Source: an optimization exercise on an open RTL-to-GDS flow (aim: small area). Production flows keep margins and buffers that such runs may drop. The RTL was checked by simulation tests, not by an equivalence proof against the original design. No activity file was given, so power comes from the tool's default toggle rates. The flow treats the clock pin as an ideal source, which a real chip does not have.

==> flow/design.v (excerpt) <==
module assoc_metadata #(
   parameter int NUM_SETS       = 16,
   parameter int SET_SIZE       = 4,
   parameter int NUM_WAYS       = 4,
   parameter int TAG_SIZE       = 28,
   parameter int READ_ONLY      = 0,
   parameter int PERF_CNT_WIDTH = 32,
   localparam int WAY_BITS      = $clog2(NUM_WAYS)
) (
   input  logic                clk,
   input  logic                reset,
   input  logic [SET_SIZE-1:0] set,
   input  logic [TAG_SIZE-1:0] tag,
   input  logic                lookup,
   input  logic                clear_selected_valid_bit,
   input  logic                finish_new_line_install,
   input  logic                set_selected_dirty_bit,
   input  logic                clear_selected_dirty_bit,
   input  logic                invalidate_all_req,
   output logic                valid_block_match,
   output logic [WAY_BITS-1:0] hit_way,
   output logic [WAY_BITS-1:0] victim_way,
   output logic [TAG_SIZE-1:0] victim_tag,
   output logic                victim_valid_dirty,
   output logic                invalidate_busy
);
clock: 12.0 ns
lec_check: 0
cap_margin: 10
core_margin: 2
core_utilization: 70
cts_cluster_diameter: 90
cts_cluster_size: 26
place_density: 0.75
slew_margin: 10
synth_hierarchical: 1
synth_minimum_keep_size: 0
run.sh (not shown) runs the stock make flow with config.mk's settings and CLKGATE_MAP_FILE= SYNTH_SCRIPT=/design/flow/synth_recipe.tcl, a recipe that flattens the netlist after the stock synthesis.
==> next run, changes <==
==> flow/flow/run.sh (new file) <==
#!/bin/bash
# Own layout flow: the standard ORFS flow (standard.sh, unchanged synthesis) with
#  - a clock tree built without dummy balancing loads, clustered as config.mk's CTS settings say
#  - ports buffered with a small plain buffer instead of the default delay-cell buffer
#  - power (area) recovery after global routing on paths with slack.
# Every tool's output goes to the ORFS logs under orfs/logs; make's own output to flow_make.log.
set -euo pipefail
export CTS_ARGS="-sink_clustering_enable -repair_clock_nets -sink_clustering_size 26 -sink_clustering_max_diameter 90 -dont_use_dummy_load"
export BUFFER_PORTS_ARGS="-buffer_cell sky130_fd_sc_hd__buf_2"
export RECOVER_POWER=100
bash standard.sh finish > flow_make.log 2>&1
==> flow/standard.sh (new file) <==
#!/bin/bash
# synth_recipe.tcl (not shown) runs the flow's synth.tcl, then flattens the netlist and writes it again
# the make line also repeats each setting of config.mk as NAME=value (left out here)
make -C /OpenROAD-flow-scripts/flow DESIGN_CONFIG=/design/flow/config.mk WORK_HOME=/design/flow/orfs CLKGATE_MAP_FILE= SYNTH_SCRIPT=/design/flow/synth_recipe.tcl "${@:-finish}"
removed: flow/run.sh
The changed run produced a layout that fails on capacitance limit, slew limit.
Power goes down by 2.1%.
Setup slack is better by 0.20 ns.
Die area stays the same.
Routed wire length decreases by 1.5%.
Register-to-register slack gets worse by 0.52 ns.
Final area falls by 1.4%.
Sequential power hardly moves.
First-iteration DRC count shrinks by 3.0%.
==> next run, changes <==
--- a/flow/flow/run.sh
+++ b/flow/flow/run.sh
@@ -5 +4,0 @@
-#  - power (area) recovery after global routing on paths with slack.
@@ -10 +8,0 @@
-export RECOVER_POWER=100
What happened:
- With this change the flow completed with no timing, DRC or antenna violations
- hold slack barely changes
- setup slack improves by 0.64 ns
- die area does not change
- total power stays flat
- design area hardly moves
==> next run, changes <==
--- a/flow/flow/run.sh
+++ b/flow/flow/run.sh
@@ -7 +7 @@
-export CTS_ARGS="-sink_clustering_enable -repair_clock_nets -sink_clustering_size 26 -sink_clustering_max_diameter 90 -dont_use_dummy_load"
+export CTS_ARGS="-sink_clustering_enable -repair_clock_nets -sink_clustering_size 30 -sink_clustering_max_diameter 90 -dont_use_dummy_load"
--- a/flow/config.mk
+++ b/flow/config.mk
@@ -12 +12 @@
-export CTS_CLUSTER_SIZE = 26
+export CTS_CLUSTER_SIZE = 30
Outcome: Non-clock buffer count stays the same; routed wire length is lower by about 0.34%; clock power shrinks by about 6%; combinational power hardly moves; total power went down by 1.6%; synthesized area stays the same.

* * *

Setup of rev 12:
assoc_metadata, a different RTL version from the one above (not shown whole).
Size: roughly 6100 cells after synthesis, roughly 65000 um2 of cells after synthesis.
Settings: LEC_CHECK=0, CAP_MARGIN=5, CORE_MARGIN=2, CORE_UTILIZATION=70, CTS_CLUSTER_DIAMETER=90, CTS_CLUSTER_SIZE=30, PLACE_DENSITY=0.75, SLEW_MARGIN=5, SYNTH_HIERARCHICAL=1, SYNTH_MINIMUM_KEEP_SIZE=0; clock period 12.0 ns.
standard.sh (not shown) runs the stock make flow with config.mk's settings and CLKGATE_MAP_FILE= SYNTH_SCRIPT=/design/flow/synth_recipe.tcl, a recipe that flattens the netlist after the stock synthesis.
==> flow/flow/run.sh <==
#!/bin/bash
# Own layout flow: the standard ORFS flow (standard.sh, unchanged synthesis) with
#  - a clock tree built without dummy balancing loads, clustered as config.mk's CTS settings say
#  - ports buffered with a small plain buffer instead of the default delay-cell buffer
# Every tool's output goes to the ORFS logs under orfs/logs; make's own output to flow_make.log.
set -euo pipefail
export CTS_ARGS="-sink_clustering_enable -repair_clock_nets -sink_clustering_size 30 -sink_clustering_max_diameter 90 -dont_use_dummy_load"
export BUFFER_PORTS_ARGS="-buffer_cell sky130_fd_sc_hd__buf_2"
bash standard.sh finish > flow_make.log 2>&1
The following lists how rev 13 was set up differently from rev 12:
- SLEW_MARGIN changed from 5 to 10
- CAP_MARGIN changed from 5 to 10
Sequential share of layout area: rev 13 vs rev 12 identical
Wire length per cell after detailed routing came out exactly the same in rev 13 and rev 12.
Diff rev 12..rev 13 | fraction of the mapped netlist area in compound gates | unchanged
Detailed-route wire length came out exactly the same in rev 13 and rev 12.
On final standard cell area without fillers, rev 13 tracks rev 12 almost exactly.
Maximum resistive drop on vdd essentially unchanged between rev 12 and rev 13.
Any difference in fraction of power consumed by the clock network between rev 13 and rev 12 is small enough to ignore.

* * *

try-harbor:
assoc_metadata, a different RTL version from the one above (not shown whole).
make LEC_CHECK=0 CAP_MARGIN=20 CORE_MARGIN=2 CORE_UTILIZATION=60 PLACE_DENSITY=0.65 SLEW_MARGIN=20 SYNTH_HIERARCHICAL=1 SYNTH_MINIMUM_KEEP_SIZE=0 finish   # period 12.0 ns
run.sh (not shown) runs the stock make flow with config.mk's settings and CLKGATE_MAP_FILE= SYNTH_SCRIPT=/design/flow/synth_recipe.tcl, a recipe that flattens the netlist after the stock synthesis.
Stock flow here: none of the scripts above is used.
try-harbor has completed all stages; timing, DRC and antenna checks passed.
The inputs of try-quartz differ from those of try-harbor as listed below.
- swapping 0.65 for 0.45 in PLACE_DENSITY
- swapping 60 for 40 in CORE_UTILIZATION
Findings:
try-quartz: die area higher than try-harbor
Against try-harbor, tapcell count in try-quartz rose by more than a quarter.
Smallest setup slack after layout, try-quartz and try-harbor: larger value in try-harbor
Diff try-harbor -> try-quartz | power per cell area | up slightly
try-harbor → try-quartz: final cell count increased about 10%, combinational share of power rose by 0.2 points.
Overall global routing resource usage (try-quartz over try-harbor): decrease, 11 points
On worst hold slack across all endpoints, try-quartz tracks try-harbor almost exactly.

* * *

Setup of main:
Another version of the RTL of assoc_metadata (not shown whole).
For scale: roughly 6400 cells after synthesis, roughly 75 I/O pins.
// assoc_metadata
module assoc_metadata #(
   parameter int NUM_SETS       = 16,
   parameter int SET_SIZE       = 4,
   parameter int NUM_WAYS       = 4,
   parameter int TAG_SIZE       = 28,
   parameter int READ_ONLY      = 0,
   parameter int PERF_CNT_WIDTH = 32,
   localparam int WAY_BITS      = $clog2(NUM_WAYS)
) (
   input  logic                clk,
   input  logic                reset,
   input  logic [SET_SIZE-1:0] set,
   input  logic [TAG_SIZE-1:0] tag,
   input  logic                lookup,
   input  logic                clear_selected_valid_bit,
   input  logic                finish_new_line_install,
   input  logic                set_selected_dirty_bit,
   input  logic                clear_selected_dirty_bit,
   input  logic                invalidate_all_req,
   output logic                valid_block_match,
   output logic [WAY_BITS-1:0] hit_way,
   output logic [WAY_BITS-1:0] victim_way,
   output logic [TAG_SIZE-1:0] victim_tag,
   output logic                victim_valid_dirty,
   output logic                invalidate_busy
);
   logic                busy_q;
   logic [SET_SIZE-1:0] cnt_q;
   logic                phase_q;
   logic [TAG_SIZE-1:0] tag_q   [NUM_SETS][NUM_WAYS];    
   logic [NUM_WAYS-1:0] valid_q [NUM_SETS];
   logic [NUM_WAYS-1:0] dirty_q [NUM_SETS];
   logic [2:0]          plru_q  [NUM_SETS];
   logic [NUM_SETS-1:0] sel;
   logic [TAG_SIZE-1:0] col;                             
   logic [TAG_SIZE-1:0] way_q [NUM_WAYS];                 
   logic [TAG_SIZE-1:0] way_qn [NUM_WAYS];
   logic [NUM_WAYS-1:0] valid_set, dirty_set, match;
   logic [2:0]          plru_set;
   logic [WAY_BITS-1:0] hw, inv_way, plru_way, vw, touch_way;
   logic                busy, hit, all_valid, install, touch, dirty_op, dirty_val;
   logic [NUM_WAYS-1:0] vw_oh, hw_oh;
   assign busy = busy_q;
   assign col  = tag ^ {TAG_SIZE{phase_q}};
   always_comb
      for (int s = 0; s < NUM_SETS; s++) sel[s] = set == SET_SIZE'(s);
   for (genvar w = 0; w < NUM_WAYS; w++) begin : g_rd
  ...
==> flow/config.mk <==
export PLATFORM = sky130hd
export DESIGN_NAME = assoc_metadata
export DESIGN_NICKNAME = assoc_metadata
export VERILOG_FILES = /design/flow/design.v
export SDC_FILE = /design/flow/constraint.sdc
export NUM_CORES = 4
export LEC_CHECK = 0
export CAP_MARGIN = 0
export CORE_MARGIN = 2
export CORE_UTILIZATION = 60
export CTS_CLUSTER_DIAMETER = 90
export CTS_CLUSTER_SIZE = 26
export PLACE_DENSITY = 0.65
export SLEW_MARGIN = 0
export SYNTH_HIERARCHICAL = 1
export SYNTH_MINIMUM_KEEP_SIZE = 0
==> flow/constraint.sdc <==
create_clock -name core_clock -period 12.0 [get_ports {clk}]
set_input_delay 2.4000 -clock core_clock [delete_from_list [all_inputs] [get_ports {clk}]]
set_output_delay 2.4000 -clock core_clock [all_outputs]
set_load 0.01 [all_outputs]
main ran to completion and came out clean on the timing, DRC and antenna checks.
[inputs] the feature branch vs main
- a change of PLACE_DENSITY from 0.65 to 0.45
- a change of SLEW_MARGIN from 0 to 20
- a change of CAP_MARGIN from 0 to 20
- a change of CORE_UTILIZATION from 60 to 40
==> run summary <==
Compared with main, in the feature branch chip height now larger; met3 wire length now smaller; setup slack after placement now smaller; total overflow reported by the global router comparable; sequential cell area share now smaller.
The feature branch gives more placeable core region than main did.
The feature branch ended up with victim_tag[4] as its capture point of the critical path; main ended up with victim_tag[27].

## separate check: timing with driven ports
Ports are ideal in the flow. The routed layouts listed here were re-timed in OpenROAD. Step 1 assumes that a clkbuf_16 drives the clock port and a buf_2 every other input. Step 2 also shifts input and output timing later by t, the mid clock arrival at the registers, as if the neighbouring blocks saw the same clock. Slacks: no drivers / after step 1 / after step 2; pairs: no drivers / after step 1.
| run | t (ns) | setup slack, ns | worst slew at a driven data input, ns | pins driven straight from the clock port |
|---|---|---|---|---|
| the first run of note 1 | 0.806 | 1.013 / 0.988 / 0.988 | 0.18 | 1 |
| the second run of note 1 | 0.790 | 1.213 / 1.185 / 0.597 | 0.17 | 1 |
| the third run of note 1 | 0.792 | 1.857 / 1.836 / 1.836 | 0.19 | 1 |
| the fourth run of note 1 | 0.777 | 1.926 / 1.904 / 1.904 | 0.19 | 1 |
| rev 12 | 0.783 | 1.400 / 1.369 / 1.204 | 0.17 | 1 |
| rev 13 | 0.783 | 1.400 / 1.369 / 1.204 | 0.17 | 1 |
| try-harbor | 0.887 | 0.756 / 0.610 / 0.610 | 0.13 | 1 |
| try-quartz | 0.946 | 0.231 / 0.205 / 0.205 | 0.16 | 1 |
| main | 0.804 | 1.029 / 1.004 / 1.004 | 0.05 | 1 |
| the feature branch | 0.841 | 0.654 / 0.561 / 0.561 | 0.09 | 1 |
For the second run of note 1, which loses most, drivers alone change the setup slack by -0.028 ns; drivers and shift together by -0.616 ns.
